Background: an optimization exercise with open tools, aiming at small area and a short achievable clock period. Do not read the settings as production practice.
At most, simulation tests tie the RTL to the original design; equivalence was not proved.
Function not checked in run 1: the RTL went through the layout flow alone.
Power and IR drop assume default switching activity.

File: flow/run.sh
#!/bin/bash
# synth_recipe.tcl (not shown) runs the flow's synth.tcl, then flattens the netlist and writes it again
# the make line also repeats each setting of config.mk as NAME=value (left out here)
make -C /OpenROAD-flow-scripts/flow DESIGN_CONFIG=/design/flow/config.mk WORK_HOME=/design/flow/orfs CLKGATE_MAP_FILE= SYNTH_SCRIPT=/design/flow/synth_recipe.tcl finish
File: flow/config.mk
export PLATFORM = sky130hd
export DESIGN_NAME = lambda_layer_top
export DESIGN_NICKNAME = lambda_layer_top
export VERILOG_FILES = /design/flow/design.v
export SDC_FILE = /design/flow/constraint.sdc
export NUM_CORES = 4
export LEC_CHECK = 0
export ABC_AREA = 1
export ABC_CLOCK_PERIOD_IN_PS = 3600
export CAP_MARGIN = 20
export CORE_MARGIN = 2
export CORE_UTILIZATION = 65
export CTS_BUF_LIST = sky130_fd_sc_hd__clkbuf_8
export CTS_CLUSTER_DIAMETER = 74
export CTS_CLUSTER_SIZE = 15
export PLACE_DENSITY = 0.75
export SETUP_SLACK_MARGIN = 4.35
export SLEW_MARGIN = 20
File: flow/constraint.sdc
create_clock -name core_clock -period 8.0 [get_ports {clk}]
set_input_delay 1.6000 -clock core_clock [delete_from_list [all_inputs] [get_ports {clk}]]
set_output_delay 1.6000 -clock core_clock [all_outputs]
set_load 0.01 [all_outputs]
File: flow/design.v
`default_nettype none
package lambda_pkg;
    localparam int FRAC_BITS = 8;
    localparam int AXIL_ADDR_W = 4;
    localparam logic [AXIL_ADDR_W-1:0] REG_CTRL  = 4'h0;   
    localparam logic [AXIL_ADDR_W-1:0] REG_SEED  = 4'h4;   
    localparam logic [AXIL_ADDR_W-1:0] REG_COUNT = 4'h8;   
    localparam logic [15:0] LFSR_TAPS = 16'hB400;   
    localparam logic [1:0] OKAY   = 2'b00;
    localparam logic [1:0] SLVERR = 2'b10;
endpackage
`default_nettype wire
`timescale 1ns/1ps
`default_nettype none
module lambda_ctrl_regs #(
    parameter logic [15:0] RESET_SEED = 16'hACE1
) (
    input  wire                               clk,
    input  wire                               reset,
    input  wire [lambda_pkg::AXIL_ADDR_W-1:0] s_axil_awaddr,
    input  wire                               s_axil_awvalid,
    output logic                              s_axil_awready,
    input  wire [31:0]                        s_axil_wdata,
    input  wire [3:0]                         s_axil_wstrb,
    input  wire                               s_axil_wvalid,
    output logic                              s_axil_wready,
    output logic [1:0]                        s_axil_bresp,
    output logic                              s_axil_bvalid,
    input  wire                               s_axil_bready,
    input  wire [lambda_pkg::AXIL_ADDR_W-1:0] s_axil_araddr,
    input  wire                               s_axil_arvalid,
    output logic                              s_axil_arready,
    output logic [31:0]                       s_axil_rdata,
    output logic [1:0]                        s_axil_rresp,
    output logic                              s_axil_rvalid,
    input  wire                               s_axil_rready,
    input  wire                               out_valid,
    output logic                              noise_en,
    output logic [15:0]                       seed_value,
    output logic                              seed_load
);
    localparam logic [lambda_pkg::AXIL_ADDR_W-1:0] REG_CTRL  = lambda_pkg::REG_CTRL;
    localparam logic [lambda_pkg::AXIL_ADDR_W-1:0] REG_SEED  = lambda_pkg::REG_SEED;
    localparam logic [lambda_pkg::AXIL_ADDR_W-1:0] REG_COUNT = lambda_pkg::REG_COUNT;
    logic        idle;
    logic        wr_req;
    logic        rd_req;
    logic        bad_q;
    logic [15:0] seed_q;
    logic [31:0] count_q;
    logic [31:0] rd_word;
    assign idle   = !s_axil_bvalid && !s_axil_rvalid;
    assign wr_req = idle && s_axil_awvalid && s_axil_wvalid;
    assign rd_req = idle && s_axil_arvalid && !(s_axil_awvalid && s_axil_wvalid);
    assign s_axil_awready = idle;
    assign s_axil_wready  = idle;
    assign s_axil_arready = idle && !(s_axil_awvalid && s_axil_wvalid);
    assign s_axil_bresp   = {bad_q, 1'b0};      
    assign s_axil_rresp   = lambda_pkg::OKAY;   
    assign seed_value = (seed_q == 16'h0) ? RESET_SEED : seed_q;   
    always_comb begin
        case (s_axil_araddr)
            REG_CTRL:  rd_word = {31'b0, noise_en};
            REG_SEED:  rd_word = {16'b0, seed_q};
            REG_COUNT: rd_word = count_q;
            default:   rd_word = '0;
        endcase
    end
    always_ff @(posedge clk) begin
        if (reset) begin
            s_axil_bvalid <= 1'b0;
            s_axil_rvalid <= 1'b0;
            noise_en      <= 1'b0;
            seed_q        <= RESET_SEED;
            seed_load     <= 1'b0;
            count_q       <= '0;
        end else begin
            seed_load <= wr_req && (s_axil_awaddr == REG_SEED);
            if (out_valid) begin
                count_q <= count_q + 32'd1;
            end
            if (wr_req) begin
                s_axil_bvalid <= 1'b1;
                if (s_axil_awaddr == REG_CTRL && s_axil_wstrb[0]) begin
                    noise_en <= s_axil_wdata[0];
                end
                if (s_axil_awaddr == REG_SEED) begin
                    if (s_axil_wstrb[0]) seed_q[7:0]  <= s_axil_wdata[7:0];
                    if (s_axil_wstrb[1]) seed_q[15:8] <= s_axil_wdata[15:8];
                end
            end else if (s_axil_bvalid && s_axil_bready) begin
                s_axil_bvalid <= 1'b0;
            end
            if (rd_req) begin
                s_axil_rvalid <= 1'b1;
            end else if (s_axil_rvalid && s_axil_rready) begin
                s_axil_rvalid <= 1'b0;
            end
        end
    end
    always_ff @(posedge clk) begin
        if (wr_req) begin
            bad_q <= !((s_axil_awaddr == REG_CTRL) || (s_axil_awaddr == REG_SEED));
        end
        if (rd_req) begin
            s_axil_rdata <= rd_word;
        end
    end
endmodule
`default_nettype wire
`timescale 1ns/1ps
`default_nettype none
module gauss_lfsr #(
    parameter logic [15:0] RESET_SEED = 16'hACE1
) (
    input  wire        clk,
    input  wire        reset,
    input  wire        step,
    input  wire        seed_load,
    input  wire [15:0] seed_value,
    output logic [15:0] eps_raw
);
    localparam logic [15:0] LFSR_TAPS = lambda_pkg::LFSR_TAPS;
    logic [15:0] state_next;
    assign state_next = {1'b0, eps_raw[15:1]} ^ (eps_raw[0] ? LFSR_TAPS : 16'h0);
    always_ff @(posedge clk) begin
        if (reset) begin
            eps_raw <= RESET_SEED;
        end else if (seed_load) begin      
            eps_raw <= seed_value;
        end else if (step) begin
            eps_raw <= state_next;
        end
    end
endmodule
`default_nettype wire
`timescale 1ns/1ps
`default_nettype none
module softplus_pre (
    input  wire [15:0]  x,
    output logic [14:0] p,      
    output logic [6:0]  bm,     
    output logic        neg,    
    output logic        ci      
);
    logic       below, above, lin, u;
    logic [2:0] idx;
    logic [1:0] j;
    logic [7:0] f;
    logic [14:0] b;
    logic [9:0] c;
    logic [10:0] d;
    assign below = x[15] & ~(&x[14:10]);
    assign above = ~x[15] & (|x[14:10]);
    assign lin   = ~below & ~above;
    assign idx   = {~x[10], x[9:8]};    
    assign u     = idx[2];
    assign j     = u ? ~idx[1:0] : idx[1:0];
    assign f     = x[7:0];
    logic [14:0] row1, row2, row3;
    always_comb begin
        case (j)
            2'd0:    begin row1 = {4'd0, f, 3'd0}; row2 = 15'd0;            end
            2'd1:    begin row1 = {3'd0, f, 4'd0}; row2 = {5'd0, f, 2'd0};  end
            2'd2:    begin row1 = {2'd0, f, 5'd0}; row2 = {3'd0, f, 4'd0};  end
            default: begin row1 = {1'b0, f, 6'd0}; row2 = {2'd0, f, 5'd0};  end
        endcase
        row3 = (j == 2'd3) ? {7'd0, f} : 15'd0;
    end
    assign b = row1 + row2 + row3;
    logic bz;
    always_comb begin
        case (j)
            2'd0:    bz = (f[4:0] == 5'd0);
            2'd1:    bz = (f[5:0] == 6'd0);
            2'd2:    bz = (f[3:0] == 4'd0);
            default: bz = (f == 8'd0);
        endcase
    end
    always_comb begin
        case (idx)
            3'd0:    c = 10'd4;
            3'd1:    c = 10'd13;
            3'd2:    c = 10'd32;
            3'd3:    c = 10'd80;
            3'd4:    c = 10'd177;
            3'd5:    c = 10'd336;
            3'd6:    c = 10'd545;
            default: c = 10'd780;
        endcase
    end
    assign d   = {1'b0, c} + (u ? {3'd0, f} : 11'd0);
    assign p   = above ? x[14:0] : (lin ? {4'd0, d} : 15'd0);
    assign bm  = lin ? b[14:8] : 7'd0;
    assign neg = lin & u;
    assign ci  = lin & u & bz;
endmodule
module softplus_post (
    input  wire [14:0]  p,
    input  wire [6:0]   bm,
    input  wire         neg,
    input  wire         ci,
    output logic [10:0] sp_lo
);
    assign sp_lo = p[10:0] + (neg ? {4'hF, ~bm} : {4'h0, bm}) + {10'd0, ci};
endmodule
`default_nettype wire
`timescale 1ns/1ps
`default_nettype none
module sqrt_step #(
    parameter int K = 0
) (
    input  wire [13:0]  r_in,     
    input  wire [11:0]  q_in,     
    input  wire [1:0]   pair,     
    output logic [13:0] r_out,    
    output logic [11:0] q_out     
);
    localparam int W = K + 3;
    logic [W-1:0] t;
    logic [W-1:0] trial;
    logic [W:0]   d;
    logic         ge;
    assign t     = {r_in[K:0], pair};
    assign trial = W'({q_in, 2'b01});
    assign d     = {1'b0, t} - {1'b0, trial};
    assign ge    = ~d[W];
    assign r_out = 14'(ge ? d[K+1:0] : t[K+1:0]);
    assign q_out = 12'({q_in, ge});
endmodule
`default_nettype wire
`timescale 1ns/1ps
`default_nettype none
module reparam_core (
    input  wire        clk,
    input  wire        reset,
    input  wire        in_valid,
    input  wire [15:0] in_mean,
    input  wire [15:0] in_var,
    input  wire [15:0] eps_raw,
    input  wire        noise_en,
    output logic       step,         
    output logic       out_valid,
    output logic [15:0] out_lambda
);
    localparam int EPS_SHIFT = 5;    
    logic [6:1] vq;
    always_ff @(posedge clk) begin
        if (reset) begin
            vq        <= '0;
            out_valid <= 1'b0;
        end else begin
            vq        <= {vq[5:1], in_valid};
            out_valid <= vq[6];
        end
    end
    assign step = vq[1];
    logic [14:0] p0;
    logic [6:0]  bm0;
    logic        neg0, ci0;
    softplus_pre i_sp_pre (.x(in_var), .p(p0), .bm(bm0), .neg(neg0), .ci(ci0));
    logic [14:0] p1;
    logic [6:0]  bm1;
    logic        neg1, ci1;
    logic [15:0] m1;
    always_ff @(posedge clk) begin
        p1   <= p0;
        bm1  <= bm0;
        neg1 <= neg0;
        ci1  <= ci0;
        m1   <= in_mean;
    end
    logic [10:0] sp_lo;
    logic [14:0] sp1;
    softplus_post i_sp_post (.p(p1), .bm(bm1), .neg(neg1), .ci(ci1), .sp_lo(sp_lo));
    assign sp1 = {p1[14:11], sp_lo};
    logic [23:0] rad1;
    assign rad1 = {1'b0, sp1, 8'd0};
    logic [13:0] r_c1 [0:4];
    logic [11:0] q_c1 [0:4];
    assign r_c1[0] = '0;
    assign q_c1[0] = '0;
    for (genvar k = 0; k < 4; k++) begin : g_c1
        sqrt_step #(.K(k)) i_st (.r_in(r_c1[k]), .q_in(q_c1[k]), .pair(rad1[23-2*k -: 2]),
                                 .r_out(r_c1[k+1]), .q_out(q_c1[k+1]));
    end
    logic [4:0]  r2;
    logic [3:0]  q2;
    logic [7:0]  sp2;
    logic [15:0] m2;
    always_ff @(posedge clk) begin
        r2  <= r_c1[4][4:0];
        q2  <= q_c1[4][3:0];
        sp2 <= sp1[7:0];
        m2  <= m1;
    end
    logic [13:0] r_c2 [4:6];
    logic [11:0] q_c2 [4:6];
    assign r_c2[4] = 14'(r2);
    assign q_c2[4] = 12'(q2);
    for (genvar k = 4; k < 6; k++) begin : g_c2
        sqrt_step #(.K(k)) i_st (.r_in(r_c2[k]), .q_in(q_c2[k]), .pair(sp2[15-2*k -: 2]),
                                 .r_out(r_c2[k+1]), .q_out(q_c2[k+1]));
    end
    logic [6:0]         r3;
    logic [5:0]         q3;
    logic [3:0]         sp3;
    logic [15:0]        m3;
    logic signed [10:0] e3;
    always_ff @(posedge clk) begin
        r3  <= r_c2[6][6:0];
        q3  <= q_c2[6][5:0];
        sp3 <= sp2[3:0];
        m3  <= m2;
        e3  <= noise_en ? eps_raw[15:EPS_SHIFT] : 11'd0;
    end
    logic [13:0] r_c3 [6:8];
    logic [11:0] q_c3 [6:8];
    assign r_c3[6] = 14'(r3);
    assign q_c3[6] = 12'(q3);
    for (genvar k = 6; k < 8; k++) begin : g_c3
        sqrt_step #(.K(k)) i_st (.r_in(r_c3[k]), .q_in(q_c3[k]), .pair(sp3[15-2*k -: 2]),
                                 .r_out(r_c3[k+1]), .q_out(q_c3[k+1]));
    end
    logic [8:0]         r4;
    logic [7:0]         q4;
    logic [15:0]        m4;
    logic signed [10:0] e4;
    always_ff @(posedge clk) begin
        r4 <= r_c3[8][8:0];
        q4 <= q_c3[8][7:0];
        m4 <= m3;
        e4 <= e3;
    end
    logic [13:0] r_c4 [8:10];
    logic [11:0] q_c4 [8:10];
    assign r_c4[8] = 14'(r4);
    assign q_c4[8] = 12'(q4);
    for (genvar k = 8; k < 10; k++) begin : g_c4
        sqrt_step #(.K(k)) i_st (.r_in(r_c4[k]), .q_in(q_c4[k]), .pair(2'b00),
                                 .r_out(r_c4[k+1]), .q_out(q_c4[k+1]));
    end
    logic [10:0]        r5;
    logic [9:0]         q5;
    logic [15:0]        m5;
    logic signed [10:0] e5;
    always_ff @(posedge clk) begin
        r5 <= r_c4[10][10:0];
        q5 <= q_c4[10][9:0];
        m5 <= m4;
        e5 <= e4;
    end
    logic [13:0] r_c5 [10:12];
    logic [11:0] q_c5 [10:12];
    assign r_c5[10] = 14'(r5);
    assign q_c5[10] = 12'(q5);
    for (genvar k = 10; k < 12; k++) begin : g_c5
        sqrt_step #(.K(k)) i_st (.r_in(r_c5[k]), .q_in(q_c5[k]), .pair(2'b00),
                                 .r_out(r_c5[k+1]), .q_out(q_c5[k+1]));
    end
    logic [24:0] ca5, cb5;
    mac_hi i_mac_hi (.q(q5), .e(e5), .m(m5), .ca(ca5), .cb(cb5));
    logic [1:0]         s6;
    logic [24:0]        ca6, cb6;
    logic signed [10:0] e6;
    always_ff @(posedge clk) begin
        s6  <= q_c5[12][1:0];
        ca6 <= ca5;
        cb6 <= cb5;
        e6  <= e5;
    end
    logic [24:0] acc6;
    logic [16:0] sum;
    mac_lo i_mac_lo (.ca(ca6), .cb(cb6), .s(s6), .e(e6), .t(acc6));
    assign sum = acc6[24:8];
    logic [16:0] sum_q;
    always_ff @(posedge clk) begin
        sum_q <= sum;
    end
    assign out_lambda = (sum_q[16] != sum_q[15]) ? {sum_q[16], {15{~sum_q[16]}}} : sum_q[15:0];
endmodule
`default_nettype none
module mac_hi (
    input  wire [9:0]   q,      
    input  wire [10:0]  e,      
    input  wire [15:0]  m,      
    output logic [24:0] ca,
    output logic [24:0] cb
);
    wire h1 = (q[0] & e[8]) ^ (q[1] & e[7]) ^ (q[2] & e[6]);
    wire h2 = ((q[0] & e[8]) & (q[1] & e[7])) | ((q[0] & e[8]) & (q[2] & e[6])) | ((q[1] & e[7]) & (q[2] & e[6]));
    wire h3 = (q[0] & e[9]) ^ (q[1] & e[8]) ^ (q[2] & e[7]);
    wire h4 = ((q[0] & e[9]) & (q[1] & e[8])) | ((q[0] & e[9]) & (q[2] & e[7])) | ((q[1] & e[8]) & (q[2] & e[7]));
    wire h5 = (q[3] & e[6]) ^ (q[4] & e[5]);
    wire h6 = (q[3] & e[6]) & (q[4] & e[5]);
    wire h7 = ~(q[0] & e[10]) ^ (q[1] & e[9]) ^ (q[2] & e[8]);
    wire h8 = (~(q[0] & e[10]) & (q[1] & e[9])) | (~(q[0] & e[10]) & (q[2] & e[8])) | ((q[1] & e[9]) & (q[2] & e[8]));
    wire h9 = (q[3] & e[7]) ^ (q[4] & e[6]) ^ (q[5] & e[5]);
    wire h10 = ((q[3] & e[7]) & (q[4] & e[6])) | ((q[3] & e[7]) & (q[5] & e[5])) | ((q[4] & e[6]) & (q[5] & e[5]));
    wire h11 = ~(q[1] & e[10]) ^ (q[2] & e[9]) ^ (q[3] & e[8]);
    wire h12 = (~(q[1] & e[10]) & (q[2] & e[9])) | (~(q[1] & e[10]) & (q[3] & e[8])) | ((q[2] & e[9]) & (q[3] & e[8]));
    wire h13 = (q[4] & e[7]) ^ (q[5] & e[6]);
    wire h14 = (q[4] & e[7]) & (q[5] & e[6]);
    wire h15 = ~(q[2] & e[10]) ^ (q[3] & e[9]) ^ (q[4] & e[8]);
    wire h16 = (~(q[2] & e[10]) & (q[3] & e[9])) | (~(q[2] & e[10]) & (q[4] & e[8])) | ((q[3] & e[9]) & (q[4] & e[8]));
    wire h17 = (q[0] & e[6]) ^ (q[1] & e[5]) ^ (q[2] & e[4]);
    wire h18 = ((q[0] & e[6]) & (q[1] & e[5])) | ((q[0] & e[6]) & (q[2] & e[4])) | ((q[1] & e[5]) & (q[2] & e[4]));
    wire h19 = (q[0] & e[7]) ^ (q[1] & e[6]) ^ (q[2] & e[5]);
    wire h20 = ((q[0] & e[7]) & (q[1] & e[6])) | ((q[0] & e[7]) & (q[2] & e[5])) | ((q[1] & e[6]) & (q[2] & e[5]));
    wire h21 = (q[3] & e[4]) ^ (q[4] & e[3]) ^ (q[5] & e[2]);
    wire h22 = ((q[3] & e[4]) & (q[4] & e[3])) | ((q[3] & e[4]) & (q[5] & e[2])) | ((q[4] & e[3]) & (q[5] & e[2]));
    wire h23 = (q[3] & e[5]) ^ (q[4] & e[4]) ^ (q[5] & e[3]);
    wire h24 = ((q[3] & e[5]) & (q[4] & e[4])) | ((q[3] & e[5]) & (q[5] & e[3])) | ((q[4] & e[4]) & (q[5] & e[3]));
    wire h25 = (q[6] & e[2]) ^ (q[7] & e[1]) ^ (q[8] & e[0]);
    wire h26 = ((q[6] & e[2]) & (q[7] & e[1])) | ((q[6] & e[2]) & (q[8] & e[0])) | ((q[7] & e[1]) & (q[8] & e[0]));
    wire h27 = m[2] ^ 1'b1;
    wire h28 = m[2] & 1'b1;
    wire h29 = (q[5] & e[4]) ^ (q[6] & e[3]) ^ (q[7] & e[2]);
    wire h30 = ((q[5] & e[4]) & (q[6] & e[3])) | ((q[5] & e[4]) & (q[7] & e[2])) | ((q[6] & e[3]) & (q[7] & e[2]));
    wire h31 = (q[8] & e[1]) ^ (q[9] & e[0]) ^ m[3];
    wire h32 = ((q[8] & e[1]) & (q[9] & e[0])) | ((q[8] & e[1]) & m[3]) | ((q[9] & e[0]) & m[3]);
    wire h33 = h3 ^ h5 ^ h2;
    wire h34 = (h3 & h5) | (h3 & h2) | (h5 & h2);
    wire h35 = (q[6] & e[4]) ^ (q[7] & e[3]) ^ (q[8] & e[2]);
    wire h36 = ((q[6] & e[4]) & (q[7] & e[3])) | ((q[6] & e[4]) & (q[8] & e[2])) | ((q[7] & e[3]) & (q[8] & e[2]));
    wire h37 = (q[9] & e[1]) ^ m[4] ^ h7;
    wire h38 = ((q[9] & e[1]) & m[4]) | ((q[9] & e[1]) & h7) | (m[4] & h7);
    wire h39 = h9 ^ h4 ^ h6;
    wire h40 = (h9 & h4) | (h9 & h6) | (h4 & h6);
    wire h41 = (q[6] & e[5]) ^ (q[7] & e[4]) ^ (q[8] & e[3]);
    wire h42 = ((q[6] & e[5]) & (q[7] & e[4])) | ((q[6] & e[5]) & (q[8] & e[3])) | ((q[7] & e[4]) & (q[8] & e[3]));
    wire h43 = (q[9] & e[2]) ^ m[5] ^ h11;
    wire h44 = ((q[9] & e[2]) & m[5]) | ((q[9] & e[2]) & h11) | (m[5] & h11);
    wire h45 = h13 ^ h8 ^ h10;
    wire h46 = (h13 & h8) | (h13 & h10) | (h8 & h10);
    wire h47 = (q[5] & e[7]) ^ (q[6] & e[6]) ^ (q[7] & e[5]);
    wire h48 = ((q[5] & e[7]) & (q[6] & e[6])) | ((q[5] & e[7]) & (q[7] & e[5])) | ((q[6] & e[6]) & (q[7] & e[5]));
    wire h49 = (q[8] & e[4]) ^ (q[9] & e[3]) ^ m[6];
    wire h50 = ((q[8] & e[4]) & (q[9] & e[3])) | ((q[8] & e[4]) & m[6]) | ((q[9] & e[3]) & m[6]);
    wire h51 = h15 ^ h12 ^ h14;
    wire h52 = (h15 & h12) | (h15 & h14) | (h12 & h14);
    wire h53 = ~(q[3] & e[10]) ^ (q[4] & e[9]) ^ (q[5] & e[8]);
    wire h54 = (~(q[3] & e[10]) & (q[4] & e[9])) | (~(q[3] & e[10]) & (q[5] & e[8])) | ((q[4] & e[9]) & (q[5] & e[8]));
    wire h55 = (q[6] & e[7]) ^ (q[7] & e[6]) ^ (q[8] & e[5]);
    wire h56 = ((q[6] & e[7]) & (q[7] & e[6])) | ((q[6] & e[7]) & (q[8] & e[5])) | ((q[7] & e[6]) & (q[8] & e[5]));
    wire h57 = (q[9] & e[4]) ^ m[7] ^ h16;
    wire h58 = ((q[9] & e[4]) & m[7]) | ((q[9] & e[4]) & h16) | (m[7] & h16);
    wire h59 = ~(q[4] & e[10]) ^ (q[5] & e[9]) ^ (q[6] & e[8]);
    wire h60 = (~(q[4] & e[10]) & (q[5] & e[9])) | (~(q[4] & e[10]) & (q[6] & e[8])) | ((q[5] & e[9]) & (q[6] & e[8]));
    wire h61 = (q[7] & e[7]) ^ (q[8] & e[6]) ^ (q[9] & e[5]);
    wire h62 = ((q[7] & e[7]) & (q[8] & e[6])) | ((q[7] & e[7]) & (q[9] & e[5])) | ((q[8] & e[6]) & (q[9] & e[5]));
    wire h63 = ~(q[5] & e[10]) ^ (q[6] & e[9]) ^ (q[7] & e[8]);
    wire h64 = (~(q[5] & e[10]) & (q[6] & e[9])) | (~(q[5] & e[10]) & (q[7] & e[8])) | ((q[6] & e[9]) & (q[7] & e[8]));
    wire h65 = (q[0] & e[4]) ^ (q[1] & e[3]);
    wire h66 = (q[0] & e[4]) & (q[1] & e[3]);
    wire h67 = (q[0] & e[5]) ^ (q[1] & e[4]) ^ (q[2] & e[3]);
    wire h68 = ((q[0] & e[5]) & (q[1] & e[4])) | ((q[0] & e[5]) & (q[2] & e[3])) | ((q[1] & e[4]) & (q[2] & e[3]));
    wire h69 = (q[3] & e[2]) ^ (q[4] & e[1]);
    wire h70 = (q[3] & e[2]) & (q[4] & e[1]);
    wire h71 = (q[3] & e[3]) ^ (q[4] & e[2]) ^ (q[5] & e[1]);
    wire h72 = ((q[3] & e[3]) & (q[4] & e[2])) | ((q[3] & e[3]) & (q[5] & e[1])) | ((q[4] & e[2]) & (q[5] & e[1]));
    wire h73 = (q[6] & e[0]) ^ m[0] ^ h17;
    wire h74 = ((q[6] & e[0]) & m[0]) | ((q[6] & e[0]) & h17) | (m[0] & h17);
    wire h75 = (q[6] & e[1]) ^ (q[7] & e[0]) ^ m[1];
    wire h76 = ((q[6] & e[1]) & (q[7] & e[0])) | ((q[6] & e[1]) & m[1]) | ((q[7] & e[0]) & m[1]);
    wire h77 = h19 ^ h21 ^ h18;
    wire h78 = (h19 & h21) | (h19 & h18) | (h21 & h18);
    wire h79 = h1 ^ h23 ^ h25;
    wire h80 = (h1 & h23) | (h1 & h25) | (h23 & h25);
    wire h81 = h27 ^ h20 ^ h22;
    wire h82 = (h27 & h20) | (h27 & h22) | (h20 & h22);
    wire h83 = h29 ^ h31 ^ h33;
    wire h84 = (h29 & h31) | (h29 & h33) | (h31 & h33);
    wire h85 = h24 ^ h26 ^ h28;
    wire h86 = (h24 & h26) | (h24 & h28) | (h26 & h28);
    wire h87 = h35 ^ h37 ^ h39;
    wire h88 = (h35 & h37) | (h35 & h39) | (h37 & h39);
    wire h89 = h30 ^ h32 ^ h34;
    wire h90 = (h30 & h32) | (h30 & h34) | (h32 & h34);
    wire h91 = h41 ^ h43 ^ h45;
    wire h92 = (h41 & h43) | (h41 & h45) | (h43 & h45);
    wire h93 = h36 ^ h38 ^ h40;
    wire h94 = (h36 & h38) | (h36 & h40) | (h38 & h40);
    wire h95 = h47 ^ h49 ^ h51;
    wire h96 = (h47 & h49) | (h47 & h51) | (h49 & h51);
    wire h97 = h42 ^ h44 ^ h46;
    wire h98 = (h42 & h44) | (h42 & h46) | (h44 & h46);
    wire h99 = h53 ^ h55 ^ h57;
    wire h100 = (h53 & h55) | (h53 & h57) | (h55 & h57);
    wire h101 = h48 ^ h50 ^ h52;
    wire h102 = (h48 & h50) | (h48 & h52) | (h50 & h52);
    wire h103 = m[8] ^ h59 ^ h61;
    wire h104 = (m[8] & h59) | (m[8] & h61) | (h59 & h61);
    wire h105 = h54 ^ h56 ^ h58;
    wire h106 = (h54 & h56) | (h54 & h58) | (h56 & h58);
    wire h107 = (q[8] & e[7]) ^ (q[9] & e[6]) ^ m[9];
    wire h108 = ((q[8] & e[7]) & (q[9] & e[6])) | ((q[8] & e[7]) & m[9]) | ((q[9] & e[6]) & m[9]);
    wire h109 = h63 ^ h60 ^ h62;
    wire h110 = (h63 & h60) | (h63 & h62) | (h60 & h62);
    wire h111 = ~(q[6] & e[10]) ^ (q[7] & e[9]) ^ (q[8] & e[8]);
    wire h112 = (~(q[6] & e[10]) & (q[7] & e[9])) | (~(q[6] & e[10]) & (q[8] & e[8])) | ((q[7] & e[9]) & (q[8] & e[8]));
    wire h113 = (q[9] & e[7]) ^ m[10] ^ h64;
    wire h114 = ((q[9] & e[7]) & m[10]) | ((q[9] & e[7]) & h64) | (m[10] & h64);
    wire h115 = ~(q[7] & e[10]) ^ (q[8] & e[9]) ^ (q[9] & e[8]);
    wire h116 = (~(q[7] & e[10]) & (q[8] & e[9])) | (~(q[7] & e[10]) & (q[9] & e[8])) | ((q[8] & e[9]) & (q[9] & e[8]));
    wire h117 = (q[0] & e[3]) ^ (q[1] & e[2]);
    wire h118 = (q[0] & e[3]) & (q[1] & e[2]);
    wire h119 = (q[2] & e[2]) ^ (q[3] & e[1]) ^ (q[4] & e[0]);
    wire h120 = ((q[2] & e[2]) & (q[3] & e[1])) | ((q[2] & e[2]) & (q[4] & e[0])) | ((q[3] & e[1]) & (q[4] & e[0]));
    wire h121 = (q[5] & e[0]) ^ h67 ^ h69;
    wire h122 = ((q[5] & e[0]) & h67) | ((q[5] & e[0]) & h69) | (h67 & h69);
    wire h123 = h71 ^ h73 ^ h68;
    wire h124 = (h71 & h73) | (h71 & h68) | (h73 & h68);
    wire h125 = h75 ^ h77 ^ h72;
    wire h126 = (h75 & h77) | (h75 & h72) | (h77 & h72);
    wire h127 = h79 ^ h81 ^ h76;
    wire h128 = (h79 & h81) | (h79 & h76) | (h81 & h76);
    wire h129 = h83 ^ h85 ^ h80;
    wire h130 = (h83 & h85) | (h83 & h80) | (h85 & h80);
    wire h131 = h87 ^ h89 ^ h84;
    wire h132 = (h87 & h89) | (h87 & h84) | (h89 & h84);
    wire h133 = h91 ^ h93 ^ h88;
    wire h134 = (h91 & h93) | (h91 & h88) | (h93 & h88);
    wire h135 = h95 ^ h97 ^ h92;
    wire h136 = (h95 & h97) | (h95 & h92) | (h97 & h92);
    wire h137 = h99 ^ h101 ^ h96;
    wire h138 = (h99 & h101) | (h99 & h96) | (h101 & h96);
    wire h139 = h103 ^ h105 ^ h100;
    wire h140 = (h103 & h105) | (h103 & h100) | (h105 & h100);
    wire h141 = h107 ^ h109 ^ h104;
    wire h142 = (h107 & h109) | (h107 & h104) | (h109 & h104);
    wire h143 = h111 ^ h113 ^ h108;
    wire h144 = (h111 & h113) | (h111 & h108) | (h113 & h108);
    wire h145 = m[11] ^ h115 ^ h112;
    wire h146 = (m[11] & h115) | (m[11] & h112) | (h115 & h112);
    wire h147 = ~(q[8] & e[10]) ^ (q[9] & e[9]) ^ m[12];
    wire h148 = (~(q[8] & e[10]) & (q[9] & e[9])) | (~(q[8] & e[10]) & m[12]) | ((q[9] & e[9]) & m[12]);
    wire h149 = (q[0] & e[2]) ^ (q[1] & e[1]);
    wire h150 = (q[0] & e[2]) & (q[1] & e[1]);
    wire h151 = (q[2] & e[1]) ^ (q[3] & e[0]) ^ h117;
    wire h152 = ((q[2] & e[1]) & (q[3] & e[0])) | ((q[2] & e[1]) & h117) | ((q[3] & e[0]) & h117);
    wire h153 = h65 ^ h119 ^ h118;
    wire h154 = (h65 & h119) | (h65 & h118) | (h119 & h118);
    wire h155 = h66 ^ h121 ^ h120;
    wire h156 = (h66 & h121) | (h66 & h120) | (h121 & h120);
    wire h157 = h70 ^ h123 ^ h122;
    wire h158 = (h70 & h123) | (h70 & h122) | (h123 & h122);
    wire h159 = h74 ^ h125 ^ h124;
    wire h160 = (h74 & h125) | (h74 & h124) | (h125 & h124);
    wire h161 = h78 ^ h127 ^ h126;
    wire h162 = (h78 & h127) | (h78 & h126) | (h127 & h126);
    wire h163 = h82 ^ h129 ^ h128;
    wire h164 = (h82 & h129) | (h82 & h128) | (h129 & h128);
    wire h165 = h86 ^ h131 ^ h130;
    wire h166 = (h86 & h131) | (h86 & h130) | (h131 & h130);
    wire h167 = h90 ^ h133 ^ h132;
    wire h168 = (h90 & h133) | (h90 & h132) | (h133 & h132);
    wire h169 = h94 ^ h135 ^ h134;
    wire h170 = (h94 & h135) | (h94 & h134) | (h135 & h134);
    wire h171 = h98 ^ h137 ^ h136;
    wire h172 = (h98 & h137) | (h98 & h136) | (h137 & h136);
    wire h173 = h102 ^ h139 ^ h138;
    wire h174 = (h102 & h139) | (h102 & h138) | (h139 & h138);
    wire h175 = h106 ^ h141 ^ h140;
    wire h176 = (h106 & h141) | (h106 & h140) | (h141 & h140);
    wire h177 = h110 ^ h143 ^ h142;
    wire h178 = (h110 & h143) | (h110 & h142) | (h143 & h142);
    wire h179 = h114 ^ h145 ^ h144;
    wire h180 = (h114 & h145) | (h114 & h144) | (h145 & h144);
    wire h181 = h116 ^ h147 ^ h146;
    wire h182 = (h116 & h147) | (h116 & h146) | (h147 & h146);
    wire h183 = ~(q[9] & e[10]) ^ m[13] ^ h148;
    wire h184 = (~(q[9] & e[10]) & m[13]) | (~(q[9] & e[10]) & h148) | (m[13] & h148);
    wire h185 = m[14] ^ 1'b1;
    wire h186 = m[14] & 1'b1;
    assign ca = {1'b1, ~m[15], h185, h183, h181, h179, h177, h175, h173, h171, h169, h167, h165, h163, h161, h159, h157, h155, h153, h151, (q[2] & e[0]), (q[0] & e[1]), (q[0] & e[0]), 1'b0, 1'b0};
    assign cb = {1'b0, h186, h184, h182, h180, h178, h176, h174, h172, h170, h168, h166, h164, h162, h160, h158, h156, h154, h152, h150, h149, (q[1] & e[0]), 1'b0, 1'b0, 1'b0};
endmodule
module mac_lo (
    input  wire [24:0]  ca,
    input  wire [24:0]  cb,
    input  wire [1:0]   s,      
    input  wire [10:0]  e,      
    output logic [24:0] t       
);
    wire l1 = ca[1] ^ cb[1];
    wire l2 = ca[1] & cb[1];
    wire l3 = ca[2] ^ cb[2] ^ (s[0] & e[2]);
    wire l4 = (ca[2] & cb[2]) | (ca[2] & (s[0] & e[2])) | (cb[2] & (s[0] & e[2]));
    wire l5 = ca[3] ^ cb[3] ^ (s[0] & e[3]);
    wire l6 = (ca[3] & cb[3]) | (ca[3] & (s[0] & e[3])) | (cb[3] & (s[0] & e[3]));
    wire l7 = ca[4] ^ cb[4] ^ (s[0] & e[4]);
    wire l8 = (ca[4] & cb[4]) | (ca[4] & (s[0] & e[4])) | (cb[4] & (s[0] & e[4]));
    wire l9 = ca[5] ^ cb[5] ^ (s[0] & e[5]);
    wire l10 = (ca[5] & cb[5]) | (ca[5] & (s[0] & e[5])) | (cb[5] & (s[0] & e[5]));
    wire l11 = ca[6] ^ cb[6] ^ (s[0] & e[6]);
    wire l12 = (ca[6] & cb[6]) | (ca[6] & (s[0] & e[6])) | (cb[6] & (s[0] & e[6]));
    wire l13 = ca[7] ^ cb[7] ^ (s[0] & e[7]);
    wire l14 = (ca[7] & cb[7]) | (ca[7] & (s[0] & e[7])) | (cb[7] & (s[0] & e[7]));
    wire l15 = ca[8] ^ cb[8] ^ (s[0] & e[8]);
    wire l16 = (ca[8] & cb[8]) | (ca[8] & (s[0] & e[8])) | (cb[8] & (s[0] & e[8]));
    wire l17 = ca[9] ^ cb[9] ^ (s[0] & e[9]);
    wire l18 = (ca[9] & cb[9]) | (ca[9] & (s[0] & e[9])) | (cb[9] & (s[0] & e[9]));
    wire l19 = ca[10] ^ cb[10] ^ ~(s[0] & e[10]);
    wire l20 = (ca[10] & cb[10]) | (ca[10] & ~(s[0] & e[10])) | (cb[10] & ~(s[0] & e[10]));
    wire l21 = ca[11] ^ cb[11];
    wire l22 = ca[11] & cb[11];
    wire l23 = ca[0] ^ cb[0];
    wire l24 = ca[0] & cb[0];
    wire l25 = (s[0] & e[1]) ^ (s[1] & e[0]) ^ l1;
    wire l26 = ((s[0] & e[1]) & (s[1] & e[0])) | ((s[0] & e[1]) & l1) | ((s[1] & e[0]) & l1);
    wire l27 = (s[1] & e[1]) ^ l3 ^ l2;
    wire l28 = ((s[1] & e[1]) & l3) | ((s[1] & e[1]) & l2) | (l3 & l2);
    wire l29 = (s[1] & e[2]) ^ l5 ^ l4;
    wire l30 = ((s[1] & e[2]) & l5) | ((s[1] & e[2]) & l4) | (l5 & l4);
    wire l31 = (s[1] & e[3]) ^ l7 ^ l6;
    wire l32 = ((s[1] & e[3]) & l7) | ((s[1] & e[3]) & l6) | (l7 & l6);
    wire l33 = (s[1] & e[4]) ^ l9 ^ l8;
    wire l34 = ((s[1] & e[4]) & l9) | ((s[1] & e[4]) & l8) | (l9 & l8);
    wire l35 = (s[1] & e[5]) ^ l11 ^ l10;
    wire l36 = ((s[1] & e[5]) & l11) | ((s[1] & e[5]) & l10) | (l11 & l10);
    wire l37 = (s[1] & e[6]) ^ l13 ^ l12;
    wire l38 = ((s[1] & e[6]) & l13) | ((s[1] & e[6]) & l12) | (l13 & l12);
    wire l39 = (s[1] & e[7]) ^ l15 ^ l14;
    wire l40 = ((s[1] & e[7]) & l15) | ((s[1] & e[7]) & l14) | (l15 & l14);
    wire l41 = (s[1] & e[8]) ^ l17 ^ l16;
    wire l42 = ((s[1] & e[8]) & l17) | ((s[1] & e[8]) & l16) | (l17 & l16);
    wire l43 = (s[1] & e[9]) ^ l19 ^ l18;
    wire l44 = ((s[1] & e[9]) & l19) | ((s[1] & e[9]) & l18) | (l19 & l18);
    wire l45 = ~(s[1] & e[10]) ^ l21 ^ l20;
    wire l46 = (~(s[1] & e[10]) & l21) | (~(s[1] & e[10]) & l20) | (l21 & l20);
    wire l47 = ca[12] ^ cb[12] ^ l22;
    wire l48 = (ca[12] & cb[12]) | (ca[12] & l22) | (cb[12] & l22);
    wire l49 = ca[13] ^ cb[13];
    wire l50 = ca[13] & cb[13];
    wire l51 = ca[14] ^ cb[14];
    wire l52 = ca[14] & cb[14];
    wire l53 = ca[15] ^ cb[15];
    wire l54 = ca[15] & cb[15];
    wire l55 = ca[16] ^ cb[16];
    wire l56 = ca[16] & cb[16];
    wire l57 = ca[17] ^ cb[17];
    wire l58 = ca[17] & cb[17];
    wire l59 = ca[18] ^ cb[18];
    wire l60 = ca[18] & cb[18];
    wire l61 = ca[19] ^ cb[19];
    wire l62 = ca[19] & cb[19];
    wire l63 = ca[20] ^ cb[20];
    wire l64 = ca[20] & cb[20];
    wire l65 = ca[21] ^ cb[21];
    wire l66 = ca[21] & cb[21];
    wire l67 = ca[22] ^ cb[22];
    wire l68 = ca[22] & cb[22];
    wire l69 = ca[23] ^ cb[23];
    wire l70 = ca[23] & cb[23];
    wire l71 = ca[24] ^ cb[24];
    wire l72 = ca[24] & cb[24];
    wire [24:0] ra = {l71, l69, l67, l65, l63, l61, l59, l57, l55, l53, l51, l49, l47, l45, l43, l41, l39, l37, l35, l33, l31, l29, l27, l25, (s[0] & e[0])};
    wire [24:0] rb = {l70, l68, l66, l64, l62, l60, l58, l56, l54, l52, l50, l48, l46, l44, l42, l40, l38, l36, l34, l32, l30, l28, l26, l24, l23};
    assign t = ra + rb;
endmodule
`default_nettype wire
`timescale 1ns/1ps
`default_nettype none
module lambda_layer_top #(
    parameter logic [15:0] RESET_SEED = 16'hACE1
) (
    input  wire                               clk,
    input  wire                               reset,
    input  wire [lambda_pkg::AXIL_ADDR_W-1:0] s_axil_awaddr,
    input  wire                               s_axil_awvalid,
    output logic                              s_axil_awready,
    input  wire [31:0]                        s_axil_wdata,
    input  wire [3:0]                         s_axil_wstrb,
    input  wire                               s_axil_wvalid,
    output logic                              s_axil_wready,
    output logic [1:0]                        s_axil_bresp,
    output logic                              s_axil_bvalid,
    input  wire                               s_axil_bready,
    input  wire [lambda_pkg::AXIL_ADDR_W-1:0] s_axil_araddr,
    input  wire                               s_axil_arvalid,
    output logic                              s_axil_arready,
    output logic [31:0]                       s_axil_rdata,
    output logic [1:0]                        s_axil_rresp,
    output logic                              s_axil_rvalid,
    input  wire                               s_axil_rready,
    input  wire                               in_valid,
    input  wire [15:0]                        in_mean,
    input  wire [15:0]                        in_var,
    output logic                              out_valid,
    output logic [15:0]                       out_lambda
);
    logic        noise_en;
    logic [15:0] seed_value;
    logic        seed_load;
    logic [15:0] eps_raw;
    logic        step;
    lambda_ctrl_regs #(.RESET_SEED(RESET_SEED)) i_ctrl_regs (
        .clk(clk), .reset(reset),
        .s_axil_awaddr(s_axil_awaddr), .s_axil_awvalid(s_axil_awvalid),
        .s_axil_awready(s_axil_awready),
        .s_axil_wdata(s_axil_wdata), .s_axil_wstrb(s_axil_wstrb),
        .s_axil_wvalid(s_axil_wvalid), .s_axil_wready(s_axil_wready),
        .s_axil_bresp(s_axil_bresp), .s_axil_bvalid(s_axil_bvalid),
        .s_axil_bready(s_axil_bready),
        .s_axil_araddr(s_axil_araddr), .s_axil_arvalid(s_axil_arvalid),
        .s_axil_arready(s_axil_arready),
        .s_axil_rdata(s_axil_rdata), .s_axil_rresp(s_axil_rresp),
        .s_axil_rvalid(s_axil_rvalid), .s_axil_rready(s_axil_rready),
        .out_valid(out_valid), .noise_en(noise_en),
        .seed_value(seed_value), .seed_load(seed_load)
    );
    gauss_lfsr #(.RESET_SEED(RESET_SEED)) i_lfsr (
        .clk(clk), .reset(reset), .step(step),   
        .seed_load(seed_load), .seed_value(seed_value), .eps_raw(eps_raw)
    );
    reparam_core i_core (
        .clk(clk), .reset(reset), .in_valid(in_valid), .in_mean(in_mean), .in_var(in_var),
        .eps_raw(eps_raw), .noise_en(noise_en), .step(step),
        .out_valid(out_valid), .out_lambda(out_lambda)
    );
endmodule
`default_nettype wire
==> results of run 1 <==
==> power by group <==
group	total [W]	switching, W	internal [W]
Clock	0.00114	0.000678	0.000460
Sequential	0.00243	0.000205	0.00223
Combinational	0.00331	0.00197	0.00134
==> per-stage QoR <==
step	util	area (um2)	hold WS, ns	setup WS (ns)	power (W)
after detailed placement	0.713	22500	0.312	2.41	0.00563
after global placement	0.713	22500	0.310	2.51	0.00553
after global routing	0.748	23600	0.317	3.85	0.00750
final	0.748	23600	0.307	4.06	0.00688
after CTS	0.741	23400	0.308	4.12	0.00680
after floorplan	-	21000	0.310	3.84	0.00494
==> critical path: stages <==
cell	delay [ns]
buf_12	0.08
clkinvlp_4	0.12
ha_4	0.36
inv_4	0.07
nor2_4	0.11
inv_4	0.07
o211ai_1	0.25
fa_1	0.50
ha_4	0.29
a21oi_2	0.05
o21ai_2	0.12
nand2_1	0.08
nand2_2	0.07
nand2_1	0.05
nand2_1	0.07
nand2_1	0.06
nor2_1	0.09
inv_1	0.07
nand2_1	0.09
o21ai_1	0.07
a21oi_1	0.15
==> logic make-up (layout without fill, tap and decap cells) <==
family / count (synthesis) / count (layout) / synth area share
multiplexers: 1 / 1 / 0.000479
adder cells (fa/ha/maj): 259 / 259 / 0.196
buffers and inverters: 550 / 708 / 0.101
AND/OR/NAND/NOR: 887 / 889 / 0.185
flip-flops: 389 / 389 / 0.389
AO/OA/AOI/OAI: 356 / 356 / 0.0989
XOR/XNOR: 70 / 70 / 0.0297
other: 1 / 4 / 0.000180
==> worst max path at each step <==
| stage | from | end |
|---|---|---|
| 6_report | in_var[10] | i_core.bm1[4]$_SDFF_PN0_ |
| 5_1_grt | in_var[10] | i_core.bm1[4]$_SDFF_PN0_ |
| 4_1_cts | in_var[10] | i_core.bm1[4]$_SDFF_PN0_ |
| 3_5_place_dp | in_var[10] | i_core.bm1[4]$_SDFF_PN0_ |
| 3_3_place_gp | in_var[10] | i_core.bm1[6]$_SDFF_PN0_ |
| 2_1_floorplan | in_var[10] | i_core.bm1[4]$_SDFF_PN0_ |
==> cell usage in the layout, fill, tap and decap left out, types with 11 or more instances in the layout <==
cell             instances
a21oi_1                123
buf_4                   40
clkbuf_8                35
clkdlybuf4s50_1         98
dfxtp_1                341
dfxtp_2                 14
dlygate4sd2_1           15
edfxtp_1                33
fa_1                   112
ha_1                   137
inv_1                  481
inv_2                   11
nand2_1                501
nand2_2                 33
nand3_1                 85
nand4_1                 26
nor2_1                 153
nor3_1                  28
o211ai_1                12
o21ai_0                105
o21ai_1                 17
o22ai_1                 22
xnor2_1                 23
xor2_1                  45
==> registers in the layout, indices dropped and copies added (netlist names), 9 cells and up <==
signal / count
i_ctrl_regs.count_q: 32
i_ctrl_regs.s_axil_rdata: 32
i_core.ca6: 22
i_core.cb6: 21
i_core.sum_q: 17
i_core.m1: 16
i_core.m2: 16
i_core.m3: 16
i_core.m4: 16
i_core.m5: 16
i_ctrl_regs.seed_q: 16
i_lfsr.eps_raw: 16
i_core.p1: 15
i_core.e3: 11
i_core.e4: 11
i_core.e5: 11
i_core.e6: 11
i_core.q5: 10
i_core.r5: 10
i_core.r4: 9
==> cell type report <==
| cell class | count | area (um2) | area share |
|---|---|---|---|
| Clock buffer | 35 | 482 | 0.0204 |
| Antenna cell | 1 | 2.50 | 0.000106 |
| Timing Repair Buffer | 161 | 1500 | 0.0636 |
| Tap cell | 402 | 503 | 0.0213 |
| Multi-Input combinational cell | 1578 | 10900 | 0.464 |
| Inverter | 494 | 1880 | 0.0795 |
| Clock inverter | 18 | 159 | 0.00673 |
| Sequential cell | 389 | 8140 | 0.345 |
==> synth_stat cells, types with 11 or more instances <==
cell / instances
nand2_1: 507
inv_1: 486
dfxtp_1: 356
nor2_1: 159
ha_1: 146
a21oi_1: 127
fa_1: 113
o21ai_0: 112
nand3_1: 85
xor2_1: 46
clkbuf_1: 39
edfxtp_1: 33
nor3_1: 30
nand2_2: 28
nand4_1: 26
o22ai_1: 24
xnor2_1: 23
o211ai_1: 12
o21ai_1: 11
==> routing by layer <==
layer  global-route usage  up-vias  share of wire
li1                     -     8179              -
met1                0.339     7643           0.43
met2                0.477      400           0.49
met3               0.0349       86          0.051
met4               0.0720        2          0.025
met5                    0        -        0.00030
==> timing repair <==
item                       CTS  global route
gates cloned                 1             1
buffers inserted            27            10
resized for setup           72            38
setup endpoints to repair   40            40
pin swaps                   21            13
==> metrics.md, run 1 <==
| Metric | Value |
|---|---|
| Status | `finished clean` |
| Clock slew at reported path FFs | `0.09 ns` |
| Number of buffers created by CTS | `35` |
| Post-Layout Cell Count | `between 3000 and 4000` |
| Sequential fraction of the synthesis area | `0.389` |
| Critical R2R Capture | `i_core.ca6[14]$_DFF_P_` |
| Post-synth ARST share | `0` |
| Initial core utilization | `0.662` |
| CP Capture Type | `flop` |
| Initial antenna violation count | `2` |
| Critical Path Start Type | `primary input` |
| Crit Path Max Fanout | `7` |
| YS warnings | `24` |
| Dpl cells | `roughly 3000` |
| Netlist cell types | `between 60 and 70` |
| Final wirelength | `44000 um` |
| Fraction of final layout cells sized beyond drive strength 1 | `0.0920` |
| WL per Instance | `between 10 and 15 um` |
| Fillers | `about 2500` |
| Tightest Pin Transition | `around 0.73 ns` |
| Core Box Area | `31600 um2` |
| R2r worst-path depth | `10` |
| HP Class | `reg2reg` |
| Minimum clock period | `roughly 4 ns` |
| Max cap viols | `0` |
| Syn Area/Cell | `8.31 um2` |
| Max Fclk | `0.254 GHz` |
| Worst r2r src | `i_core.e5[10]$_DFF_P_` |
| First-pass GRT wire length | `between 70000 and 80000 um` |
| # H-tree levels | `2` |
| Hold Startpoint | `i_core.m2[5]$_DFF_P_` |
| CTS tree | `built` |
| Buffer depth of the longest clock path | `3` |
| Setup Crit Path Kind | `in2reg` |
| FP Rows | `65` |
| ANT nets after route | `0` |
| IO Pins | `142` |
| Initial DRT Pass Iterations | `5` |
| CTS Hold Bufs | `0` |
| Hold Crit Depth | `0` |
| Die Height | `approximately 180 um` |
| Max VDD drop | `0.000229 V` |
| Relative slew slack | `0.515` |
| Final setup skew | `roughly 0.04 ns` |
| Die area | `between 30000 and 40000 um2` |
| Clock Sink Count | `389` |
| Remaining global-route overflow | `0` |
| EDFF count, synth | `33` |
| Area Overhead vs Synth | `13.0%` |
| Tot GR Track Use | `0.266` |
| Area contributors post-synth | `dfxtp_1 (34%), fa_1 (11%), nand2_1 (9.1%), ha_1 (8.7%), inv_1 (8.7%)` |
| Register bit total from synthesis | `slightly below 400` |
| Routed vias/inst | `between 5 and 6` |
| Main synth FF type | `dfxtp_1` |
| Iteration-0 DRC Markers | `about 890` |
| Post-route DRC | `0` |
| Largest area contributor in the netlist | `dfxtp_1` |
| Final GP Congestion | `between 0.8 and 0.9` |
| Total negative slack | `0 ns` |
| Vias in the first global route | `between 15000 and 20000` |
| Port bufs | `120` |
| Largest net degree at the start of global routing | `35` |
| P per Cell Area | `approximately 300 nW/um2` |
| Clk latency of the worst-skew pair | `0.58 ns` |
| Final Cycle Share | `0.493` |
| Final setup vio count | `0` |
| CP arrival | `~4.4 ns` |
| Net total in the final layout | `between 3000 and 4000` |
| Via count | `16300` |
| Cells after Synth | `roughly 2500` |
| Final Hold Fails | `0` |
| Yosys top cell area share | `0.341` |
| Clk Tree Root Cell | `clkbuf_8` |
| Final HPWL DP | `roughly 33000 um` |
| Unrepaired setup endpoints after global routing | `true` |
| Synthesized area | `between 20000 and 25000 um2` |
| Slew Viols, Final | `0` |
| Die X | `between 150 and 200 um` |
| P_leak | `11.7 nW` |
| FF-to-FF setup slack | `about 4.5 ns` |
| Worst Hold End | `i_core.m3[5]$_DFF_P_` |
| CP required | `8.48 ns` |
==> run 2: changes to the inputs <==
--- a/flow/design.v
+++ b/flow/design.v
@@ -50,6 +50,11 @@
     logic [31:0] count_q;
     logic [31:0] rd_word;
     assign idle   = !s_axil_bvalid && !s_axil_rvalid;
+    logic [31:0] count_inc;
+    assign count_inc[0] = ~count_q[0];
+    for (genvar i = 1; i < 32; i++) begin : g_inc
+        assign count_inc[i] = count_q[i] ^ (&count_q[i-1:0]);
+    end
     assign wr_req = idle && s_axil_awvalid && s_axil_wvalid;
     assign rd_req = idle && s_axil_arvalid && !(s_axil_awvalid && s_axil_wvalid);
     assign s_axil_awready = idle;
@@ -77,7 +82,7 @@
         end else begin
             seed_load <= wr_req && (s_axil_awaddr == REG_SEED);
             if (out_valid) begin
-                count_q <= count_q + 32'd1;
+                count_q <= count_inc;
             end
             if (wr_req) begin
                 s_axil_bvalid <= 1'b1;
==> flow/flow/run.sh (new file) <==
#!/bin/bash
# The standard layout, with each port buffered by the smallest buffer
# cell (sky130_fd_sc_hd__buf_1) instead of the one buffer_ports picks.
# Everything else, synthesis included, is standard.sh unchanged.
set -euo pipefail
export BUFFER_PORTS_ARGS="-buffer_cell sky130_fd_sc_hd__buf_1"
bash standard.sh synth > synth.log 2>&1
bash standard.sh > layout.log 2>&1
==> flow/standard.sh (new file) <==
#!/bin/bash
# synth_recipe.tcl (not shown) runs the flow's synth.tcl, then flattens the netlist and writes it again
# the make line also repeats each setting of config.mk as NAME=value (left out here)
make -C /OpenROAD-flow-scripts/flow DESIGN_CONFIG=/design/flow/config.mk WORK_HOME=/design/flow/orfs CLKGATE_MAP_FILE= SYNTH_SCRIPT=/design/flow/synth_recipe.tcl "${@:-finish}"
--- a/flow/config.mk
+++ b/flow/config.mk
@@ -5,7 +5,7 @@
 export SDC_FILE = /design/flow/constraint.sdc
 export NUM_CORES = 4
 export LEC_CHECK = 0
-export ABC_AREA = 1
+export ABC_AREA = 0
 export ABC_CLOCK_PERIOD_IN_PS = 3600
 export CAP_MARGIN = 20
 export CORE_MARGIN = 2
@@ -14,5 +14,5 @@
 export CTS_CLUSTER_DIAMETER = 74
 export CTS_CLUSTER_SIZE = 15
 export PLACE_DENSITY = 0.75
-export SETUP_SLACK_MARGIN = 4.35
+export SETUP_SLACK_MARGIN = 4.3
 export SLEW_MARGIN = 20
removed: flow/run.sh
==> run 2 against run 1 <==
Still clean on timing, DRC and antenna. Clock skew down 0.014 ns. Area after synthesis down 4.9%. Register-to-register slack worse by 0.42 ns. Setup slack worse by 0.041 ns. Critical path type unchanged.
==> metrics.md, run 2 <==
| Metric | Value |
|---|---|
| Status | `finished clean` |
| EDFF count, synth | `33 (unchanged)` |
| Initial DRT Pass Iterations | `8 (+3)` |
| Post-route DRC | `0 (unchanged)` |
| WL per Instance | `15.2 um (+6.0%)` |
| Initial antenna violation count | `0 (-2)` |
| Met3 routed WL | `1950 um (-13%)` |
| Commonest non-fill, non-tap cell in the layout | `dfxtp_1` |
| P per Cell Area | `292 nW/um2 (+0.21%)` |
| Netlist cell types | `82 (+34%)` |
| Final wirelength | `38800 um (-12%)` |
| ANT nets after route | `0 (unchanged)` |
| Minimum clock period | `3.99 ns (+0.0407 ns)` |
| # H-tree levels | `1 (-1)` |
| Yosys top cell area share | `0.359 (+0.0175)` |
| Buf/Inv on CP | `5 (unchanged)` |
| Area Overhead vs Synth | `13.3%` |
| Count leader, synth | `dfxtp_1` |
| Initial core utilization | `0.655 (-0.00722)` |
| Total Power | `0.00658 W (-4.4%)` |
| Unrepaired setup endpoints after global routing | `true` |
| Critical Path Start Type | `primary input` |
| Top Metal Used | `met4` |
| Critical path's largest stage delay | `0.55 ns (+0.05 ns)` |
| Fraction of final layout cells sized beyond drive strength 1 | `0.131 (+0.0391)` |
| Max VDD drop | `0.000177 V (-23%)` |
| Clock Sink Count | `389 (unchanged)` |
| CP required | `8.49 ns (about the same)` |
| First-pass GRT wire length | `61800 um (-16%)` |
| Post-synth ARST share | `0 (unchanged)` |
| Worst r2r src | `i_core.q4[1]$_DFF_P_` |
| Via count | `13900 (-15%)` |
| Die Height | `179 um (-2.4%)` |
| Relative slew slack | `0.433 (-0.0817)` |
| Fillers | `2131 (-14%)` |
| Hold Startpoint | `i_core.m3[4]$_DFF_P_` |
| Sequential fraction of the synthesis area | `0.409 (+0.0199)` |
| Setup Crit Path Kind | `in2reg` |
| Remaining global-route overflow | `0 (unchanged)` |
| Final GP Congestion | `0.857 (-2.6%)` |
| CTS Hold Bufs | `0 (unchanged)` |
| Max cap viols | `0 (unchanged)` |
| Synth top cells by count | `dfxtp_1 (356), inv_1 (236), ha_1 (150)` |
| Iteration-0 DRC Markers | `691 (-23%)` |
| P_leak | `10.2 nW (-13%)` |
| Clk latency of the worst-skew pair | `0.61 ns (+0.03 ns)` |
| Number of buffers created by CTS | `30 (-14%)` |
| Crit-path leading delay family | `compound AO/OA/AOI/OAI gates` |
| Antenna fix cells | `0 (-1)` |
| Buffer depth of the longest clock path | `3 (unchanged)` |
| HP Class | `reg2reg` |
| Crit Path Max Fanout | `6 (-1)` |
| IO Pins | `142 (unchanged)` |
| Core Box Area | `30300 um2 (-3.8%)` |
| CP Capture Type | `flop` |
| Largest net degree at the start of global routing | `76 (+120%)` |
| Tightest Pin Transition | `0.849 ns (+0.123 ns)` |
| Die area | `32000 um2 (-4.8%)` |
| Die X | `179 um (-2.4%)` |
| Final setup vio count | `0 (unchanged)` |
| Net total in the final layout | `2495 (-17%)` |
| Slew Viols, Final | `0 (unchanged)` |
| Most frequent cells in the layout | `dfxtp_1 (345), inv_1 (236), ha_1 (136), nor2_1 (134), nand2_1 (129)` |
| Slowest-stage cell, CP | `fa_1` |
| Area contributors post-synth | `dfxtp_1 (36%), fa_1 (11%), ha_1 (9.4%), edfxtp_1 (5.0%), inv_1 (4.5%)` |
| Clk Tree Root Cell | `clkbuf_8` |
| Routed vias/inst | `5.46 (+3.0%)` |
| Synthesized area | `19900 um2 (-4.9%)` |
| Total negative slack | `0 ns (unchanged)` |
| Largest area contributor in the netlist | `dfxtp_1` |
| Largest regs | `i_ctrl_regs.count_q (32), i_ctrl_regs.s_axil_rdata (32), i_core.ca6 (22)` |
| FP Rows | `64 (-1.5%)` |
| Final Hold Fails | `0 (unchanged)` |
| Clock slew at reported path FFs | `0.10 ns (about the same)` |
| Post-Layout Cell Count | `2555 (-17%)` |
| Cells after Synth | `1969 (-22%)` |
| Dpl cells | `2429 (-19%)` |
| CTS tree | `built` |
| YS warnings | `24 (unchanged)` |
| Crit-path cells | `buf_6 -> buf_12 -> xor2_4 -> buf_4 -> nand2_1 -> nand2_2 -> a21boi_4 -> fa_1 -> inv_2 -> ha_4 -> a21o_1 -> a21o_1 -> a21oi_2 -> o21bai_2 -> a21oi_2 -> buf_4 -> o21bai_4 -> a21oi_2 -> a21oi_1` |
| WL met1 | `16500 um (-14%)` |
| Tot GR Track Use | `0.235 (-0.0312)` |
| Vias in the first global route | `13600 (-15%)` |
| Final Cycle Share | `0.498 (+0.00509)` |
| Final setup skew | `0.0261 ns (-0.0135 ns)` |
| CP arrival | `4.47 ns (+0.05 ns)` |
| Cell repeated most along the worst path | `a21oi_2` |
| Port bufs | `120 (unchanged)` |
| Register bit total from synthesis | `389 (unchanged)` |
| Max Fclk | `0.251 GHz (-1.0%)` |
| Final HPWL DP | `27100 um (-18%)` |
| Main synth FF type | `dfxtp_1` |
| Critical path origin | `in_var[10]` |
| Syn Area/Cell | `10.1 um2 (+21%)` |
| Routed wl met2 | `19200 um (-11%)` |
[run 2: changes by cell type after synthesis, moves of 33 or more]
cell	previous run	this run
xnor2_1	23	64
mux2_2	0	33
nand3_1	85	23
inv_1	486	236
and2_1	0	118
o21ai_0	112	41
mux2i_1	1	38
a21oi_1	127	79
nand2_1	507	135
[run 2: report_power, final]
part	internal (W)	total (W)	switching, W
sequential	0.00221	0.00237	0.000162
combinational	0.00167	0.00326	0.00159
clock	0.000358	0.000952	0.000593
[run 2: metrics by stage]
step	cell area [um2]	utilization	worst slack, ns	hold WS (ns)
3_5_place_dp	20800	0.684	2.75	0.312
4_1_cts	21800	0.720	3.98	0.307
2_1_floorplan	20100	-	3.47	0.310
3_3_place_gp	20800	0.684	2.79	0.310
6_report	22500	0.742	4.01	0.317
5_1_grt	22500	0.742	3.86	0.316
[run 2: worst paths after layout]
check | to | slack [ns] | cells past startpoint
max reg2reg | i_core.r5[8]$_DFF_P_ | 4.05 | 20
min reg2reg | i_core.m4[4]$_DFF_P_ | 0.32 | 0
min | i_core.m4[4]$_DFF_P_ | 0.32 | 0
max | i_core.bm1[4]$_SDFF_PN0_ | 4.01 | 19
[run 2: final cells by class]
class                   instances  area, um2  share of cell area
flip-flops and latches        389       8150               0.362
multi-input cells            1280      11300               0.500
repair buffers                208       1200              0.0533
well taps                     396        495              0.0220
clock buffers                  31        427              0.0190
inverters                     239        915              0.0406
clock inverters                12       66.3             0.00295
[run 2: timing repair]
item / CTS / global route
pin swaps: 33 / 64
setup buffers: 49 / 33
resized for setup: 63 / 81
endpoints found under the setup margin: 63 / 60
gates cloned: 0 / 1
hold endpoints to repair: 0 / 0
[run 2: logic make-up (layout without fill, tap and decap cells)]
family          count (synthesis)  count (layout)  share of synthesized area
compound gates                298             298                      0.104
xor+xnor                      105             105                     0.0467
fa+ha+maj                     263             263                      0.208
buf+inv                       303             490                     0.0596
flops                         389             389                      0.409
mux                            72              72                     0.0390
other cells                     1               3                   0.000189
simple gates                  538             539                      0.134
[run 2: metal layers]
| layer | global-route usage | vias to the layer above |
|---|---|---|
| li1 | - | 6841 |
| met1 | 0.293 | 6684 |
| met2 | 0.417 | 321 |
| met3 | 0.0373 | 94 |
| met4 | 0.0732 | 0 |
| met5 | 0 | - |
==> run 3: changes to the inputs <==
--- a/flow/config.mk
+++ b/flow/config.mk
@@ -5,7 +5,7 @@
 export SDC_FILE = /design/flow/constraint.sdc
 export NUM_CORES = 4
 export LEC_CHECK = 0
-export ABC_AREA = 0
+export ABC_AREA = 1
 export ABC_CLOCK_PERIOD_IN_PS = 3600
 export CAP_MARGIN = 20
 export CORE_MARGIN = 2
==> run 3 against run 2 <==
Still clean on timing, DRC and antenna. Sequential share of layout area is 0.38 points higher. Area after synthesis is 3.4% higher. Register-to-register slack better by 0.33 ns. Sequential power is 3% higher. Final cell count is 17% higher. Critical path depth is 1 higher. Count of clock-buffer cells in the layout is 1 lower. Final area is 1.2% lower. Hold slack better by 0.0034 ns. Power is 3.1% lower. Routed wire length is 7.3% higher. Critical path type unchanged. Critical endpoint is now i_core.bm1[5]$_SDFF_PN0_.
==> metrics.md, run 3 <==
| Metric | Value |
|---|---|
| Critical path's largest stage delay | `0.58 ns (+0.03 ns)` |
| Initial antenna violation count | `0 (unchanged)` |
| Status | `finished clean` |
| Crit-path cells | `buf_12 -> clkinvlp_4 -> nor2_4 -> nor2_4 -> inv_4 -> nor2_4 -> inv_4 -> nor2_4 -> a2111oi_4 -> fa_1 -> inv_2 -> ha_4 -> a21oi_2 -> nand2_2 -> a21oi_4 -> o221ai_2 -> nand2_1 -> nand2_1 -> o21ai_1 -> a21oi_1` |
| Crit Path Max Fanout | `8 (+2)` |
| Largest net degree at the start of global routing | `45 (-41%)` |
| Clk Tree Root Cell | `clkbuf_8` |
| Multi-input gate area | `10600 um2 (-5.9%)` |
| Most frequent cells in the layout | `nand2_1 (511), inv_1 (465), dfxtp_1 (346), ha_1 (147), nor2_1 (137)` |
| Final Cycle Share | `0.495 (-0.00277)` |
| Clk latency of the worst-skew pair | `0.61 ns (about the same)` |
| Final Hold Fails | `0 (unchanged)` |
| Yosys top cell area share | `0.347 (-0.0119)` |
| Final setup skew | `0.0216 ns (-0.00444 ns)` |
| Switching power | `0.00260 W (+11%)` |
| Buf/Inv on CP | `5 (unchanged)` |
| ANT nets after route | `0 (unchanged)` |
| Relative slew slack | `0.552 (+0.119)` |
| CP arrival | `4.46 ns (about the same)` |
| Synthesized area | `20500 um2 (+3.4%)` |
| Total negative slack | `0 ns (unchanged)` |
| Synth top cells by count | `nand2_1 (512), inv_1 (465), dfxtp_1 (356)` |
| Net total in the final layout | `2926 (+17%)` |
| Internal Power | `0.00377 W (-11%)` |
| Setup Crit Path Kind | `in2reg` |
| Switching share of total power | `0.408 (+0.0513)` |
| Cells after Synth | `2454 (+25%)` |
| Critical Path Start Type | `primary input` |
| Sequential fraction of the synthesis area | `0.395 (-0.0135)` |
| Clock Sink Count | `389 (unchanged)` |
| CP required | `8.49 ns (about the same)` |
| Clk pwr share | `0.151 (+0.006)` |
| Unrepaired setup endpoints after global routing | `true` |
| Area contributors post-synth | `dfxtp_1 (35%), fa_1 (11%), nand2_1 (9.4%), ha_1 (9.1%), inv_1 (8.5%)` |
| Adder-cell area share of the yosys netlist | `0.201 (-0.00690)` |
| Post-route DRC | `0 (unchanged)` |
| Final wirelength | `41600 um (+7.3%)` |
| Vias in the first global route | `15700 (+16%)` |
| Hold_ws | `0.320 ns (+0.00343 ns)` |
| EDFF count, synth | `33 (unchanged)` |
| Final GP Congestion | `0.898 (+4.7%)` |
| Slowest-stage cell, CP | `fa_1` |
| Netlist cell types | `62 (-24%)` |
| Largest area contributor in the netlist | `dfxtp_1` |
| P per Cell Area | `287 nW/um2 (-1.9%)` |
| Reg area | `8130 um2 (-0.20%)` |
| CP Capture Type | `flop` |
| Clock slew at reported path FFs | `0.09 ns (about the same)` |
| Minimum clock period | `3.96 ns (-0.0221 ns)` |
| Register bit total from synthesis | `389 (unchanged)` |
| Final setup vio count | `0 (unchanged)` |
| Initial core utilization | `0.656 (+0.00163)` |
| WL per Instance | `13.9 um (-8.3%)` |
| Commonest non-fill, non-tap cell in the layout | `nand2_1` |
| Routed vias/inst | `5.31 (-2.7%)` |
| IO Pins | `142 (unchanged)` |
| Remaining global-route overflow | `0 (unchanged)` |
| Initial DRT Pass Iterations | `5 (-3)` |
| CTS tree | `built` |
| Max cap viols | `0 (unchanged)` |
| Iteration-0 DRC Markers | `918 (+33%)` |
| Tot GR Track Use | `0.255 (+0.0201)` |
| Largest regs | `i_ctrl_regs.count_q (32), i_ctrl_regs.s_axil_rdata (32), i_core.ca6 (22)` |
| Syn Area/Cell | `8.37 um2 (-17%)` |
| Cell repeated most along the worst path | `nor2_4` |
| Area Overhead vs Synth | `8.19%` |
| Compound-gate portion of the synthesized area | `0.0954 (-0.00837)` |
| First-pass GRT wire length | `70900 um (+15%)` |
| FP Rows | `65 (+1.6%)` |
| Die area | `33000 um2 (+3.3%)` |
| Count leader, synth | `nand2_1` |
run 3: final timing paths:
check	from	end	slack, ns	depth (start not counted)
hold / removal	i_core.e4[9]$_DFF_P_	i_core.e5[9]$_DFF_P_	0.32	0
setup / recovery	in_var[10]	i_core.bm1[5]$_SDFF_PN0_	4.04	20
setup reg to reg	i_core.neg1$_DFF_P_	i_core.r2[1]$_DFF_P_	4.38	17
hold reg to reg	i_core.e4[9]$_DFF_P_	i_core.e5[9]$_DFF_P_	0.32	0
run 3: final cells by class:
type,count,area share
Multi-Input combinational cell,1534,0.476
Clock buffer,30,0.0186
Tap cell,402,0.0226
Timing Repair Buffer,149,0.0317
Inverter,475,0.0812
Sequential cell,389,0.366
Clock inverter,11,0.00360
run 3: power by group through the flow:
stage / Combinational (W) / Clock (W) / Sequential, W
2_1_floorplan: 0.00238 / 0 / 0.00236
3_3_place_gp: 0.00277 / 0 / 0.00246
3_5_place_dp: 0.00284 / 0 / 0.00247
4_1_cts: 0.00289 / 0.000999 / 0.00242
5_1_grt: 0.00342 / 0.00107 / 0.00245
6_report: 0.00298 / 0.000964 / 0.00243
run 3: repair_timing:
| item | in CTS | in global routing |
|---|---|---|
| pin swaps | 18 | 3 |
| cloned | 0 | 1 |
| setup endpoints to repair | 30 | 32 |
| setup buffers | 17 | 8 |
| gates resized for setup | 45 | 15 |
run 3: metal layers:
layer,vias to the layer above,track usage,wire (um)
li1,7971,-,-
met1,7406,0.310,17400
met2,404,0.473,21100
met3,89,0.0311,2030
met4,0,0.0767,1060
met5,-,0,0
run 3: metrics by stage:
stage / utilization / area [um2] / power [W] / instances / setup WS, ns
floorplan: - / 20600 / 0.00473 / 2456 / 3.70
global placement: 0.681 / 21300 / 0.00523 / 2923 / 2.67
detailed placement: 0.681 / 21300 / 0.00531 / 2923 / 2.54
CTS: 0.706 / 22100 / 0.00631 / 2981 / 4.17
global route: 0.710 / 22200 / 0.00694 / 2990 / 3.96
finish: 0.710 / 22200 / 0.00637 / 2990 / 4.04
run 3: logic make-up after synthesis:
kind of cell / after synthesis
buffers and inverters: 534
and+or+nand+nor: 849
adders and majority gates: 263
DFF: 389
AOI/OAI and AO/OA: 345
other: 1
muxes: 1
xor gates and xnor gates: 72

==> separate check: timing with driven ports <==
The results above use ideal ports. As a check the final layouts listed here were re-extracted and re-timed, cells and wires unchanged.
Step 1 sets driving cells, clkbuf_16 on the clock port and buf_2 on the other inputs (assumed; they add their load-dependent delay and slew).
Step 2 moves the port delays by t, midway between the first and last clock arrival at a register: inputs arrive t later, outputs are due t later. That takes back most of the time a late clock gives input paths.
Three values: ideal ports, drivers, drivers and shift; two values: the first two.
run	t, ns	setup slack, ns	worst setup path after step 2	slew at the worst register clock pin (ns)
run 1	0.598	4.055 / 4.041 / 3.443	input to register	0.11 / 0.11
run 2	0.643	4.015 / 4.024 / 3.381	input to register	0.10 / 0.10
run 3	0.649	4.037 / 4.038 / 3.390	input to register	0.11 / 0.11
After both steps every run listed still meets setup and hold. The setup slack of run 3, which loses most, moves by +0.001 ns with the drivers and by -0.647 ns with both steps.
